This design comes from an exercise in tuning for small area, a short achievable clock period and few clock cycles per item on the open sky130 flow, not from production work. At most, simulation tests tie the RTL to the original design; equivalence was not proved.

==> module rgb_to_hsv_pixel_top, before the edit <==
module rgb_to_hsv_pixel_top (
  input  logic        clk,
  input  logic        rst,
  input  logic        pix_valid,
  output logic        pix_ready,
  input  logic [15:0] pix_red,
  input  logic [15:0] pix_green,
  input  logic [15:0] pix_blue,
  output logic        hsv_valid,
  input  logic        hsv_ready,
  output logic [18:0] hsv_hue,
  output logic [16:0] hsv_saturation,
  output logic [15:0] hsv_brightness
);
  localparam int unsigned N = rhp_pkg::Steps;
  logic        en;
  logic        k_v, o_v, rdy;
  logic        v0;
  logic [15:0] r0, g0, b0;
  logic        ge_rg0, ge_gb0, ge_rb0;
  always_ff @(posedge clk) begin
    if (rst) v0 <= 1'b0;
    else if (en) v0 <= pix_valid;
  end
  always_ff @(posedge clk) begin
    if (en) begin
      r0 <= pix_red;
      g0 <= pix_green;
      b0 <= pix_blue;
      ge_rg0 <= pix_red >= pix_green;
      ge_gb0 <= pix_green >= pix_blue;
      ge_rb0 <= pix_red >= pix_blue;
    end
  end
  logic [15:0] f_vmax, f_gap, f_mag;
  logic [1:0]  f_sect;
  logic        f_neg;
  rhp_front u_front (
    .r(r0), .g(g0), .b(b0), .ge_rg(ge_rg0), .ge_gb(ge_gb0), .ge_rb(ge_rb0),
    .vmax(f_vmax), .gap(f_gap), .mag(f_mag), .sect(f_sect), .neg(f_neg)
  );
  logic        v1;
  logic [15:0] hrem1, srem1, gap1, vmax1;
  logic [1:0]  sect1;
  logic        neg1;
  always_ff @(posedge clk) begin
    if (rst) v1 <= 1'b0;
    else if (en) v1 <= v0;
  end
  always_ff @(posedge clk) begin
    if (en) begin
      hrem1 <= f_mag;
      srem1 <= f_gap;
      gap1  <= f_gap;
      vmax1 <= f_vmax;
      sect1 <= f_sect;
      neg1  <= f_neg;
    end
  end
  logic [N:0]       c_v;
  logic [15:0]      c_hrem [0:N];
  logic [15:0]      c_srem [0:N];
  logic [15:0]      c_gap  [0:N];
  logic [15:0]      c_vmax [0:N];
  logic [1:0]       c_sect [0:N];
  logic [N:0]       c_neg;
  function automatic integer QO(input integer i);
    QO = (i == 0) ? 0 : i * (i - 1) / 2 + 1;
  endfunction
  logic [N*(N+1)/2:0] c_hq;
  logic [N*(N+1)/2:0] c_sq;
  assign c_v[0]    = v1;
  assign c_hrem[0] = hrem1;
  assign c_srem[0] = srem1;
  assign c_gap[0]  = gap1;
  assign c_vmax[0] = vmax1;
  assign c_sect[0] = sect1;
  assign c_neg[0]  = neg1;
  assign c_hq[0] = 1'b0;
  assign c_sq[0] = 1'b0;
  for (genvar i = 0; i < N; i++) begin : g_cell
    rhp_cell #(.QW(i)) u_cell (
      .clk(clk), .rst(rst), .en(en),
      .in_v(c_v[i]), .in_hrem(c_hrem[i]), .in_srem(c_srem[i]), .in_gap(c_gap[i]),
      .in_vmax(c_vmax[i]), .in_sect(c_sect[i]), .in_neg(c_neg[i]),
      .in_hq(c_hq[QO(i) +: ((i == 0) ? 1 : i)]), .in_sq(c_sq[QO(i) +: ((i == 0) ? 1 : i)]),
      .out_v(c_v[i+1]), .out_hrem(c_hrem[i+1]), .out_srem(c_srem[i+1]),
      .out_gap(c_gap[i+1]), .out_vmax(c_vmax[i+1]), .out_sect(c_sect[i+1]),
      .out_neg(c_neg[i+1]),
      .out_hq(c_hq[QO(i+1) +: i+1]), .out_sq(c_sq[QO(i+1) +: i+1])
    );
  end
  logic [18:0] b_hue;
  logic [16:0] b_sat;
  rhp_back u_back (
    .hrem(c_hrem[N]), .srem(c_srem[N]), .gap(c_gap[N]), .vmax(c_vmax[N]),
    .sect(c_sect[N]), .neg(c_neg[N]), .hq(c_hq[QO(N) +: N]), .sq(c_sq[QO(N) +: N]),
    .hue(b_hue), .sat(b_sat)
  );
  logic [18:0] k_hue;
  logic [16:0] k_sat;
  logic [15:0] k_bright;
  logic        push, pop;
  assign en   = !k_v;
  assign push = en && c_v[N];
  assign pop  = o_v && hsv_ready;
  always_ff @(posedge clk) begin
    if (rst) begin
      o_v <= 1'b0;
      k_v <= 1'b0;
      rdy <= 1'b1;
    end else begin
      if (k_v) begin
        o_v <= 1'b1;
        k_v <= !pop;
        rdy <= pop;
      end else begin
        o_v <= push || (o_v && !pop);
        k_v <= push && o_v && !pop;
        rdy <= !(push && o_v && !pop);
      end
    end
  end
  logic        take_k, take_p, keep_o;
  logic [51:0] o_word, o_next;
  assign take_k = k_v && pop;
  assign take_p = !k_v && push && (!o_v || pop);
  assign keep_o = !take_k && !take_p;
  assign o_word = {hsv_hue, hsv_saturation, hsv_brightness};
  assign o_next = ({k_hue, k_sat, k_bright} & {52{take_k}})
                | ({b_hue, b_sat, c_vmax[N]} & {52{take_p}})
                | (o_word & {52{keep_o}});
  always_ff @(posedge clk) begin
    {hsv_hue, hsv_saturation, hsv_brightness} <= o_next;
  end
  always_ff @(posedge clk) begin
    if (!k_v && push && o_v && !pop) begin
      k_hue    <= b_hue;
      k_sat    <= b_sat;
      k_bright <= c_vmax[N];
    end
  end
  assign hsv_valid = o_v;
  assign pix_ready = rdy;
endmodule
export LEC_CHECK = 0
export CAP_MARGIN = 20
export CORE_MARGIN = 2
export CORE_UTILIZATION = 60
export CTS_CLUSTER_DIAMETER = 70
export CTS_CLUSTER_SIZE = 25
export SLEW_MARGIN = 20
create_clock -name core_clock -period 12.0 [get_ports {clk}]
standard.sh (not shown) runs the stock make flow with config.mk's settings and CLKGATE_MAP_FILE= SYNTH_SCRIPT=/design/flow/synth_recipe.tcl, a recipe that flattens the netlist after the stock synthesis.
==> flow/flow/run.sh <==
#!/bin/bash
# Standard synthesis and layout; the layout's timing repair aims for extra setup slack.
set -euo pipefail
bash standard.sh synth > synth.log 2>&1
bash standard.sh SETUP_SLACK_MARGIN=8.4 finish > layout.log 2>&1
==> next run, changes <==
--- a/flow/design.v
+++ b/flow/design.v
@@ -36,4 +36,32 @@
   end
 endmodule
+module rhp_ge (
+  input  logic [15:0] a,
+  input  logic [15:0] b,
+  output logic        ge
+);
+  logic [15:0] g0, p0;
+  logic [7:0]  g1, p1;
+  logic [3:0]  g2, p2;
+  logic [1:0]  g3, p3;
+  always_comb begin
+    g0 = a & ~b;
+    p0 = ~(a ^ b);
+    g0[0] = g0[0] | p0[0];
+    for (int i = 0; i < 8; i++) begin
+      g1[i] = g0[2*i+1] | (p0[2*i+1] & g0[2*i]);
+      p1[i] = p0[2*i+1] & p0[2*i];
+    end
+    for (int i = 0; i < 4; i++) begin
+      g2[i] = g1[2*i+1] | (p1[2*i+1] & g1[2*i]);
+      p2[i] = p1[2*i+1] & p1[2*i];
+    end
+    for (int i = 0; i < 2; i++) begin
+      g3[i] = g2[2*i+1] | (p2[2*i+1] & g2[2*i]);
+      p3[i] = p2[2*i+1] & p2[2*i];
+    end
+    ge = g3[1] | (p3[1] & g3[0]);
+  end
+endmodule
 module rhp_cell #(
   parameter int unsigned QW = 0,   
@@ -281,4 +309,8 @@
   logic [15:0] r0, g0, b0;
   logic        ge_rg0, ge_gb0, ge_rb0;
+  logic        ge_rg, ge_gb, ge_rb;
+  rhp_ge u_ge_rg (.a(pix_red),   .b(pix_green), .ge(ge_rg));
+  rhp_ge u_ge_gb (.a(pix_green), .b(pix_blue),  .ge(ge_gb));
+  rhp_ge u_ge_rb (.a(pix_red),   .b(pix_blue),  .ge(ge_rb));
   always_ff @(posedge clk) begin
     if (rst) v0 <= 1'b0;
@@ -290,7 +322,7 @@
       g0 <= pix_green;
       b0 <= pix_blue;
-      ge_rg0 <= pix_red >= pix_green;
-      ge_gb0 <= pix_green >= pix_blue;
-      ge_rb0 <= pix_red >= pix_blue;
+      ge_rg0 <= ge_rg;
+      ge_gb0 <= ge_gb;
+      ge_rb0 <= ge_rb;
     end
   end
Sequential cell count stays the same.
Via count grows by 7.1%.
Cell area grows by 1.8%.
Register-to-register slack is about the same.
Die area grows by 1.7%.
Wire length grows by 5.7%.
Critical path depth shrinks by 10.
Core utilization shrinks by 0.41 points.
Cell count grows by 6.1%.
Clock-buffer cell count shrinks by 2.
Global-route usage grows by 1.0 points.
Synthesized area grows by 1.7%.
Testbench counts after the change, summed over its fixed seeds: cycles 12,152, items 12,000.
The RTL of the first run of this note was laid out without a check of its function.

-- afterwards: timing with drivers on the ports --
No port has a modelled driver above. Below, the same layouts with a new extraction and two added sets of constraints.
Step 1 sets driving cells, clkbuf_16 on the clock port and buf_2 on the other inputs (assumed; they add their load-dependent delay and slew).
Step 2 times the ports against the registers' clock, not the clock port: input delays grow and output delays shrink by t, the midpoint of the rising clock arrivals with the driver on.
a / b / c = no drivers / after step 1 / after step 2; a / b = the first two.
| run | shift t [ns] | slack for setup (ns) | hold WS [ns] | worst setup path after step 2 | slew at the worst register clock pin (ns) |
|---|---|---|---|---|---|
| the first run | 0.797 | 8.252 / 8.294 / 7.497 | 0.411 / 0.411 / 0.411 | input to register | 0.10 / 0.10 |
| the second run | 0.795 | 8.338 / 8.259 / 7.709 | 0.416 / 0.416 / 0.416 | input to register | 0.10 / 0.10 |
After both steps every run listed still meets setup and hold. For the first run, which loses most, drivers alone change the setup slack by +0.042 ns; drivers and shift together by -0.755 ns.
